What follows belongs to an exercise in optimizing a design on an open flow for small area, a short achievable clock period and few clock cycles per item; a production flow would make more cautious choices.
The RTL was checked by simulation tests, not by an equivalence proof against the original design.
No activity file was given, so power comes from the tool's default toggle rates.

===== config.mk =====
export PLATFORM = sky130hd
export DESIGN_NAME = tomasulo_core
export DESIGN_NICKNAME = tomasulo_core
export VERILOG_FILES = /design/flow/design.v
export SDC_FILE = /design/flow/constraint.sdc
export NUM_CORES = 4
export LEC_CHECK = 0
export CAP_MARGIN = 20
export CORE_MARGIN = 2
export CORE_UTILIZATION = 40
export SLEW_MARGIN = 20

===== constraint.sdc =====
create_clock -name core_clock -period 12.0 [get_ports {GCLK}]
set_input_delay 2.4000 -clock core_clock [delete_from_list [all_inputs] [get_ports {GCLK}]]
set_output_delay 2.4000 -clock core_clock [all_outputs]
set_load 0.01 [all_outputs]

===== design.v =====
`default_nettype none
package tomasulo_pkg;
  localparam int DATA_W   = 32;   
  localparam int NUM_REGS = 16;
  localparam int NUM_RS   = 4;    
  localparam logic [3:0] OP_ADD = 4'h0;
  localparam logic [3:0] OP_SUB = 4'h1;
  localparam logic [3:0] OP_MUL = 4'h2;
  localparam logic [3:0] OP_HLT = 4'hf;
  localparam logic FU_ADD = 1'b0;   
  localparam logic FU_MUL = 1'b1;
endpackage
`default_nettype wire
`default_nettype none
module issue_unit (
  input  logic        GCLK,
  input  logic        rst,
  input  logic [31:0] inst,         
  input  logic        inst_valid,
  input  logic [3:0]  rs_free,
  output logic        fetch_en,
  output logic        issue_valid,
  output logic [1:0]  issue_tag,
  output logic [3:0]  issue_op,
  output logic        rename_valid,
  output logic [3:0]  rename_dst,
  output logic [3:0]  src1,
  output logic [3:0]  src2
);
  logic       halted;     
  logic       take;       
  logic [1:0] free_idx;   
  assign fetch_en = (|rs_free) && !halted;
  assign take     = inst_valid && fetch_en;
  assign src1     = inst[23:20];
  assign src2     = inst[19:16];
  always_comb begin
    free_idx = 2'd0;
    for (int i = 3; i >= 0; i--) begin
      if (rs_free[i]) free_idx = i[1:0];
    end
  end
  assign issue_valid  = take && (inst[31:28] != tomasulo_pkg::OP_HLT);  
  assign issue_tag    = free_idx;
  assign issue_op     = inst[31:28];
  assign rename_valid = issue_valid;   
  assign rename_dst   = inst[27:24];
  always_ff @(posedge GCLK) begin
    if (rst) begin
      halted <= 1'b0;
    end else if (take && inst[31:28] == tomasulo_pkg::OP_HLT) begin
      halted <= 1'b1;   
    end
  end
endmodule
`default_nettype wire
`default_nettype none
module reg_status #(
  parameter logic [31:0] REG_INIT = 32'd5
) (
  input  logic        GCLK,
  input  logic        rst,
  input  logic [3:0]  src1,
  input  logic [3:0]  src2,
  output logic        a_pending,
  output logic [1:0]  a_tag,
  output logic [31:0] a_value,
  output logic        b_pending,
  output logic [1:0]  b_tag,
  output logic [31:0] b_value,
  input  logic        rename_valid,
  input  logic [3:0]  rename_dst,
  input  logic [1:0]  rename_tag,
  input  logic        cdb_valid,
  input  logic [1:0]  cdb_tag,
  input  logic [31:0] cdb_value,
  input  logic [3:0]  dbg_addr,
  output logic [31:0] dbg_data,
  output logic        dbg_pending
);
  logic [31:0] val_q  [16];
  logic        pend_q [16];   
  logic [1:0]  tag_q  [16];   
  always_comb begin
    a_pending = pend_q[src1];
    a_tag     = tag_q[src1];
    a_value   = val_q[src1];
    if (pend_q[src1] && cdb_valid && cdb_tag == tag_q[src1]) begin
      a_pending = 1'b0;   
      a_value   = cdb_value;
    end
    b_pending = pend_q[src2];
    b_tag     = tag_q[src2];
    b_value   = val_q[src2];
    if (pend_q[src2] && cdb_valid && cdb_tag == tag_q[src2]) begin
      b_pending = 1'b0;
      b_value   = cdb_value;
    end
  end
  always_ff @(posedge GCLK) begin
    if (rst) begin
      for (int i = 0; i < 16; i++) begin
        val_q[i]  <= REG_INIT;
        pend_q[i] <= 1'b0;
        tag_q[i]  <= 2'd0;
      end
    end else begin
      for (int i = 0; i < 16; i++) begin
        if (rename_valid && rename_dst == i[3:0]) begin
          pend_q[i] <= 1'b1;   
          tag_q[i]  <= rename_tag;
        end else if (cdb_valid && pend_q[i] && tag_q[i] == cdb_tag) begin
          val_q[i]  <= cdb_value;
          pend_q[i] <= 1'b0;
        end
      end
    end
  end
  assign dbg_data    = val_q[dbg_addr];
  assign dbg_pending = pend_q[dbg_addr];
endmodule
`default_nettype wire
`default_nettype none
module res_station (
  input  logic        GCLK,
  input  logic        rst,
  input  logic        issue_valid,
  input  logic [1:0]  issue_tag,
  input  logic [3:0]  issue_op,
  input  logic        issue_a_pending,
  input  logic [1:0]  issue_a_tag,
  input  logic [31:0] issue_a_value,
  input  logic        issue_b_pending,
  input  logic [1:0]  issue_b_tag,
  input  logic [31:0] issue_b_value,
  input  logic        cdb_valid,
  input  logic [1:0]  cdb_tag,
  input  logic [31:0] cdb_value,
  output logic [3:0]  rs_free,
  input  logic        add_busy,
  input  logic        mul_busy,
  output logic        add_valid,
  output logic [1:0]  add_tag,
  output logic [3:0]  add_op,
  output logic [31:0] add_a,
  output logic [31:0] add_b,
  output logic        mul_valid,
  output logic [1:0]  mul_tag,
  output logic [3:0]  mul_op,
  output logic [31:0] mul_a,
  output logic [31:0] mul_b
);
  logic [3:0]  op_q    [4];
  logic        a_pend  [4];
  logic [1:0]  a_tag   [4];
  logic [31:0] a_val   [4];
  logic        b_pend  [4];
  logic [1:0]  b_tag   [4];
  logic [31:0] b_val   [4];
  logic [3:0]  busy_q;         
  logic [3:0]  disp_q;         
  logic [3:0]  ready;
  logic        add_hit;
  logic        mul_hit;
  logic [1:0]  add_idx;
  logic [1:0]  mul_idx;
  assign rs_free = ~busy_q;
  always_comb begin
    for (int i = 0; i < 4; i++) begin
      ready[i] = busy_q[i] && !disp_q[i] && !a_pend[i] && !b_pend[i];
    end
  end
  always_comb begin
    add_hit = 1'b0;
    mul_hit = 1'b0;
    add_idx = 2'd0;
    mul_idx = 2'd0;
    for (int i = 3; i >= 0; i--) begin
      if (ready[i] && op_q[i] == tomasulo_pkg::OP_MUL) begin
        mul_hit = 1'b1;
        mul_idx = i[1:0];
      end
      if (ready[i] && op_q[i] != tomasulo_pkg::OP_MUL) begin
        add_hit = 1'b1;
        add_idx = i[1:0];
      end
    end
  end
  assign add_valid = add_hit && !add_busy;   
  assign add_tag   = add_idx;
  assign add_op    = op_q[add_idx];
  assign add_a     = a_val[add_idx];
  assign add_b     = b_val[add_idx];
  assign mul_valid = mul_hit && !mul_busy;
  assign mul_tag   = mul_idx;
  assign mul_op    = op_q[mul_idx];
  assign mul_a     = a_val[mul_idx];
  assign mul_b     = b_val[mul_idx];
  always_ff @(posedge GCLK) begin
    for (int i = 0; i < 4; i++) begin
      if (issue_valid && issue_tag == i[1:0]) begin
        op_q[i]   <= issue_op;
        a_pend[i] <= issue_a_pending;
        a_tag[i]  <= issue_a_tag;
        a_val[i]  <= issue_a_value;
        b_pend[i] <= issue_b_pending;
        b_tag[i]  <= issue_b_tag;
        b_val[i]  <= issue_b_value;
      end else begin
        if (cdb_valid && a_pend[i] && a_tag[i] == cdb_tag) begin
          a_pend[i] <= 1'b0;
          a_val[i]  <= cdb_value;
        end
        if (cdb_valid && b_pend[i] && b_tag[i] == cdb_tag) begin
          b_pend[i] <= 1'b0;
          b_val[i]  <= cdb_value;
        end
      end
    end
  end
  always_ff @(posedge GCLK) begin
    if (rst) begin
      busy_q <= 4'd0;
      disp_q <= 4'd0;
    end else begin
      for (int i = 0; i < 4; i++) begin
        if (issue_valid && issue_tag == i[1:0]) begin
          busy_q[i] <= 1'b1;
          disp_q[i] <= 1'b0;
        end else begin
          if (cdb_valid && cdb_tag == i[1:0]) busy_q[i] <= 1'b0;  
          if ((add_valid && add_idx == i[1:0]) ||
              (mul_valid && mul_idx == i[1:0])) begin
            disp_q[i] <= 1'b1;
          end
        end
      end
    end
  end
endmodule
`default_nettype wire
`default_nettype none
module exec_unit #(
  parameter logic KIND    = 1'b0,   
  parameter int   LATENCY = 2       
) (
  input  logic        GCLK,
  input  logic        rst,
  input  logic        disp_valid,
  input  logic [1:0]  disp_tag,
  input  logic [3:0]  disp_op,
  input  logic [31:0] disp_a,
  input  logic [31:0] disp_b,
  output logic        busy,
  output logic        done,
  output logic [1:0]  res_tag,
  output logic [31:0] res_value,
  input  logic        grant
);
  localparam int CNT_W = (LATENCY > 1) ? $clog2(LATENCY) : 1;
  localparam logic [CNT_W-1:0] CNT_INIT = LATENCY - 1;
  localparam logic [CNT_W-1:0] CNT_ONE  = 1;
  logic [CNT_W-1:0] cnt;
  logic [31:0]      a_q, b_q;    
  logic [31:0]      value_q;
  logic [3:0]       op_q;
  logic [1:0]       tag_q;
  logic             start;
  assign start = disp_valid && !busy;
  always_ff @(posedge GCLK) begin
    if (start) begin
      a_q   <= disp_a;
      b_q   <= disp_b;
      op_q  <= disp_op;
      tag_q <= disp_tag;
    end
    if (busy && !done && cnt == '0) begin
      if (KIND == tomasulo_pkg::FU_MUL) value_q <= a_q * b_q;   
      else value_q <= (op_q == tomasulo_pkg::OP_SUB) ? a_q - b_q : a_q + b_q;
    end
  end
  always_ff @(posedge GCLK) begin
    if (rst) begin
      busy <= 1'b0;
      done <= 1'b0;
      cnt  <= '0;
    end else if (start) begin
      busy <= 1'b1;
      cnt  <= CNT_INIT;
    end else if (done && grant) begin
      done <= 1'b0;   
      busy <= 1'b0;
    end else if (busy && !done) begin
      if (cnt == '0) done <= 1'b1;
      else cnt <= cnt - CNT_ONE;
    end
  end
  assign res_tag   = tag_q;
  assign res_value = value_q;
endmodule
`default_nettype wire
`default_nettype none
module cdb_arbiter (
  input  logic        GCLK,
  input  logic        rst,
  input  logic        add_done,
  input  logic        mul_done,
  input  logic [1:0]  add_tag,
  input  logic [31:0] add_value,
  input  logic [1:0]  mul_tag,
  input  logic [31:0] mul_value,
  output logic        add_grant,
  output logic        mul_grant,
  output logic        cdb_valid,
  output logic [1:0]  cdb_tag,
  output logic [31:0] cdb_value
);
  assign mul_grant = mul_done;
  assign add_grant = add_done && !mul_done;   
  always_ff @(posedge GCLK) begin
    if (rst) begin
      cdb_valid <= 1'b0;
      cdb_tag   <= 2'd0;
      cdb_value <= 32'd0;
    end else if (mul_grant) begin
      cdb_valid <= 1'b1;
      cdb_tag   <= mul_tag;
      cdb_value <= mul_value;
    end else if (add_grant) begin
      cdb_valid <= 1'b1;
      cdb_tag   <= add_tag;
      cdb_value <= add_value;
    end else begin
      cdb_valid <= 1'b0;   
    end
  end
endmodule
`default_nettype wire
`default_nettype none
module tomasulo_core #(
  parameter int          ADD_LAT  = 2,
  parameter int          MUL_LAT  = 4,
  parameter logic [31:0] REG_INIT = 32'd5
) (
  input  logic        GCLK,
  input  logic        rst,
  input  logic [31:0] inst,          
  input  logic        inst_valid,
  output logic        fetch_en,
  output logic        wb_valid,      
  output logic [31:0] wb_value,
  input  logic [3:0]  dbg_addr,
  output logic [31:0] dbg_data,
  output logic        dbg_pending,
  output logic        idle           
);
  logic [3:0]  rs_free;
  logic [3:0]  src1, src2;
  logic        a_pending, b_pending;
  logic [1:0]  a_tag, b_tag;
  logic [31:0] a_value, b_value;
  logic        issue_valid;
  logic [1:0]  issue_tag;
  logic [3:0]  issue_op;
  logic        rename_valid;
  logic [3:0]  rename_dst;
  logic        add_valid, mul_valid;
  logic [1:0]  add_tag, mul_tag;
  logic [3:0]  add_op, mul_op;
  logic [31:0] add_a, add_b, mul_a, mul_b;
  logic        add_busy, mul_busy;
  logic        add_done, mul_done;
  logic [1:0]  add_rtag, mul_rtag;
  logic [31:0] add_rval, mul_rval;
  logic        add_grant, mul_grant;
  logic        cdb_valid;
  logic [1:0]  cdb_tag;
  logic [31:0] cdb_value;
  assign wb_valid = cdb_valid;
  assign wb_value = cdb_value;
  assign idle     = &rs_free;
  issue_unit u_issue (
    .GCLK, .rst, .inst, .inst_valid, .rs_free,
    .fetch_en, .issue_valid, .issue_tag, .issue_op, .rename_valid, .rename_dst, .src1, .src2
  );
  reg_status #(.REG_INIT(REG_INIT)) u_regs (
    .GCLK, .rst, .src1, .src2,
    .a_pending, .a_tag, .a_value, .b_pending, .b_tag, .b_value,
    .rename_valid, .rename_dst,
    .rename_tag(issue_tag),   
    .cdb_valid, .cdb_tag, .cdb_value, .dbg_addr, .dbg_data, .dbg_pending
  );
  res_station u_rs (
    .GCLK, .rst, .issue_valid, .issue_tag, .issue_op,
    .issue_a_pending(a_pending), .issue_a_tag(a_tag), .issue_a_value(a_value),
    .issue_b_pending(b_pending), .issue_b_tag(b_tag), .issue_b_value(b_value),
    .cdb_valid, .cdb_tag, .cdb_value, .rs_free, .add_busy, .mul_busy,
    .add_valid, .add_tag, .add_op, .add_a, .add_b,
    .mul_valid, .mul_tag, .mul_op, .mul_a, .mul_b
  );
  exec_unit #(.KIND(tomasulo_pkg::FU_ADD), .LATENCY(ADD_LAT)) u_add (
    .GCLK, .rst, .disp_valid(add_valid), .disp_tag(add_tag), .disp_op(add_op),
    .disp_a(add_a), .disp_b(add_b), .busy(add_busy), .done(add_done),
    .res_tag(add_rtag), .res_value(add_rval), .grant(add_grant)
  );
  exec_unit #(.KIND(tomasulo_pkg::FU_MUL), .LATENCY(MUL_LAT)) u_mul (
    .GCLK, .rst, .disp_valid(mul_valid), .disp_tag(mul_tag), .disp_op(mul_op),
    .disp_a(mul_a), .disp_b(mul_b), .busy(mul_busy), .done(mul_done),
    .res_tag(mul_rtag), .res_value(mul_rval), .grant(mul_grant)
  );
  cdb_arbiter u_cdb (
    .GCLK, .rst, .add_done, .mul_done,
    .add_tag(add_rtag), .add_value(add_rval), .mul_tag(mul_rtag), .mul_value(mul_rval),
    .add_grant, .mul_grant, .cdb_valid, .cdb_tag, .cdb_value
  );
endmodule
`default_nettype wire

===== run.sh =====
#!/bin/bash
# synth_recipe.tcl (not shown) runs the flow's synth.tcl, then flattens the netlist and writes it again
# the make line also repeats each setting of config.mk as NAME=value (left out here)
make -C /OpenROAD-flow-scripts/flow DESIGN_CONFIG=/design/flow/config.mk WORK_HOME=/design/flow/orfs CLKGATE_MAP_FILE= SYNTH_SCRIPT=/design/flow/synth_recipe.tcl finish

==> results.json <==
{
  "crit_type": "in2out",
  "fin_util_pct": 44.4,
  "pwr-share-comb_pct": 19.7,
  "setup_violations": 0,
  "ir_worst_vdd_mv": 0.131,
  "post_cts_resized": 0,
  "clk_pin_slew_worst_paths_ns": 0.06,
  "slowest_delay_ns": 0.78,
  "min_period_over_period_pct": 71.7,
  "synth_edf_count": 496,
  "min_to": "u_cdb.cdb_value[19]",
  "hold_viol": 0,
  "grt_pass1_wl_um": 434000,
  "numCtsBuffers": 118,
  "cpMaxStageDelayCell": "nor2_4",
  "chipWidth_um": 427,
  "post-dp-hpwl_um": 173000,
  "ff2ff_setup_slack_ns": 3.84,
  "hold_class": "reg2reg",
  "largest_register_ffs": 512,
  "grt_max_degree": 238,
  "synthCells": 8099,
  "drt_wl_total_um": 302000,
  "cts.path.max_buffers": 3,
  "worstSetupEndpointType": "output port",
  "first_global_vias": 62708,
  "cts_htree_levels": 3,
  "top_register": "u_regs.val_q",
  "synth_cell_types": 81,
  "syn-cell-area_sq_mm": 0.0716,
  "tritoncts": "done",
  "drt-pass1-iter-count": 11,
  "clock-sinks": 1107,
  "max_cap_violations": 0,
  "layout.nets": 8454,
  "finalClockSkew_ns": 0.0574,
  "r2r_end": "u_mul.value_q[31]",
  "hold_buffers": 0,
  "fin_cells": 10310,
  "port_buffers": 90,
  "fp-row-count": 155,
  "final.setup.worst_slack_ns": 3.40,
  "intPower_uw": 6950,
  "synthToLayoutAreaGrowth_pct": 10.5,
  "postCtsSetupRepairBufs": 0,
  "critPathMaxFanout": 20,
  "yosysWarnings": 16,
  "top_regs": "u_regs.val_q (512), u_rs.a_val (128), u_rs.b_val (128)",
  "rr_worst_depth": 23,
  "synth-seq-cells": 1107,
  "crit_required_ns": 9.60,
  "p_leak_uw": 0.0294,
  "worst_slew_pin_slew_ns": 1.24,
  "cp-start-kind": "primary input",
  "rsz0062_at_grt": "false",
  "syn-num-nets": 8703,
  "track_usage_pct": 32.4,
  "finalCriticalPeriod_ns": 8.60,
  "coreArea_sq_mm": 0.178,
  "die_height_um": 427,
  "post-place-ws_ns": 3.66,
  "vias_per_cell": 6.36,
  "routedWlPerCell_um": 29.3,
  "timing.rr.start": "u_mul.b_q[4]",
  "clock_latency_ns": 0.79,
  "fmax_ghz": 0.116,
  "grt_overflow": 0,
  "io_pins": 107,
  "syn_area_per_cell_sq_um": 8.85,
  "drive_gt1_share_pct": 7.33,
  "arrival_ns": 6.20,
  "whs_path_depth": 2,
  "clock_tree.root_cell": "clkbuf_16",
  "switching_share_pct": 30.0,
  "slew-limit-headroom_pct": 17.2,
  "clkPwrFrac_pct": 38.4,
  "hp-start": "u_mul.value_q[19]",
  "vias": 65538,
  "seq_area_frac_synth_pct": 37.9,
  "final_antenna_net_count": 0,
  "drc": 0,
  "ys.flop_type": "dfxtp_1",
  "die_area_sq_mm": 0.183,
  "p_switching_uw": 2970,
  "seq_power_share_pct": 41.9,
  "outcome": "complete, no violations",
  "first_iter_violations": 11224,
  "power_density_mw_per_mm2": 125,
  "start_util_pct": 40.2,
  "async_reset_ff_share_pct": 0,
  "slew_violations": 0,
  "setup_tns_ns": 0,
  "crit_chain": "clkdlybuf4s50_1 > nand2b_1 > nor2_4 > buf_4 > a22o_1 > a221oi_1 > nand3_1 > o22a_1 > clkdlybuf4s50_1",
  "antenna_found_initial": 16,
  "gp_congestion": 0.927,
  "cp_common_cell": "clkdlybuf4s50_1",
  "dp.cells": 10082
}
==> cells in the mapped netlist (106+ instances only) <==
master,number,area (sq um)
fa_1,409,8190
nand3_1,132,661
mux2i_1,106,1060
a21oi_1,1037,5190
nand4_1,126,788
edfxtp_1,496,14900
dfxtp_1,611,12200
and2_1,296,1850
inv_1,431,1620
clkbuf_1,500,1880
nand2_1,1486,5580
a22oi_1,524,3930
xnor2_1,137,1200
ha_1,156,1950
nor2_1,564,2120
==> cell families after synthesis <==
group,Yosys count,synth area share (%)
AND/OR/NAND/NOR,2803,17.3
AO/OA/AOI/OAI,2131,18.9
flip-flops,1107,37.9
buffers and inverters,1082,5.90
adder cells (fa/ha/maj),565,14.2
multiplexers,220,3.58
XOR/XNOR,191,2.35
==> power by group through the flow <==
stage               Sequential [uW]  Combinational, uW  Clock, uW
global route                   4160               2100       3960
CTS                            4150               1940       3810
global placement               4230               1890          0
finish                         4160               1960       3800
floorplan                      4220               1240          0
detailed placement             4240               1920          0
==> how the worst max path moves through the flow <==
stage	start	end	slack, ns	depth (start not counted)
3_5_place_dp	dbg_addr[2]	dbg_data[14]	3.66	8
2_1_floorplan	u_mul.b_q[2]	u_mul.value_q[31]	5.28	23
3_3_place_gp	dbg_addr[3]	dbg_data[14]	3.68	8
5_1_grt	dbg_addr[0]	dbg_data[14]	3.53	9
6_report	dbg_addr[0]	dbg_data[14]	3.40	9
4_1_cts	dbg_addr[2]	dbg_data[14]	3.64	8
==> metal layers <==
| metal | wire (um) | global-route usage (%) | vias up |
|---|---|---|---|
| met4 | 22900 | 18.8 | 10 |
| met5 | 69 | 0.132 | - |
| met3 | 41200 | 10.3 | 1593 |
| met1 | 111000 | 40.6 | 31332 |
| met2 | 127000 | 48.9 | 5006 |
| li1 | - | - | 27597 |
==> through the flow <==
stage / hold slack, ns / power (uW) / area [sq um]
2_1_floorplan: 0.452 / 5450 / 71600
6_report: 0.481 / 9920 / 79100
4_1_cts: 0.483 / 9910 / 79100
5_1_grt: 0.505 / 10200 / 79100
3_3_place_gp: 0.462 / 6120 / 75100
3_5_place_dp: 0.469 / 6160 / 75100
==> area by class of cell <==
cell class | instances | area (sq um)
well taps | 2355 | 2950
diodes | 2 | 5.00
repair buffers | 281 | 2400
inverters | 432 | 1620
clock buffers | 157 | 3230
clock inverters | 66 | 726
fillers | 17098 | 99100
multi-input cells | 5910 | 41100
flip-flops and latches | 1107 | 27100
==> critical path, delay by kind of cell <==
family / cells / cell delay (ns)
buf+inv: 3 / 1.93
simple gates: 3 / 1.21
compound gates: 3 / 0.61
==> cells in the final DEF (no fill, tap or decap), types with 32 or more instances in the layout <==
cell type / Yosys / routed
ha_1: 156 / 156
a221oi_1: 97 / 97
o21ai_1: 32 / 32
o21ai_0: 51 / 43
mux2_1: 49 / 49
mux2i_1: 106 / 106
dfxtp_1: 611 / 602
clkdlybuf4s50_1: 0 / 89
a21o_1: 62 / 62
fa_1: 409 / 409
nand4_1: 126 / 126
and2_1: 296 / 289
nand3b_1: 39 / 39
nand2_1: 1486 / 1484
xor2_1: 53 / 53
inv_1: 431 / 430
nand3_1: 132 / 132
o22ai_1: 46 / 46
nor2_1: 564 / 537
a21oi_1: 1037 / 1024
a22oi_1: 524 / 524
clkbuf_16: 0 / 118
edfxtp_1: 496 / 496
mux2_4: 58 / 58
xnor2_1: 137 / 137
a22o_1: 97 / 97
buf_4: 11 / 185
o22a_1: 71 / 71
Testbench counts, summed over its fixed seeds: cycles 26,315, items 7,706.

[what the ideal ports hide]
In the flow no input, the clock included, has a driving cell. The finished layout below was timed again as built, in two steps.
Step 1: set_driving_cell puts a clkbuf_16 on GCLK and a buf_2 on each other input, an assumption about the parent block.
Step 2 adds t to the input delays and takes it off the output delays; t is the mean of the earliest and latest rising clock arrival at the registers after step 1. Input paths then give back, and output paths get back, about the clock's delay inside the block.
Three values: ideal ports, drivers, drivers and shift; two values: the first two.
shift t [ns]: 0.839
slack for setup (ns): 3.398 / 3.354 / 3.354
worst hold slack (ns): 0.481 / 0.481 / 0.481
latest minus earliest clock arrival (ns): 0.059 / 0.059
After both steps this run still meets setup and hold. For this run, drivers alone change the setup slack by -0.044 ns; drivers and shift together by -0.044 ns.
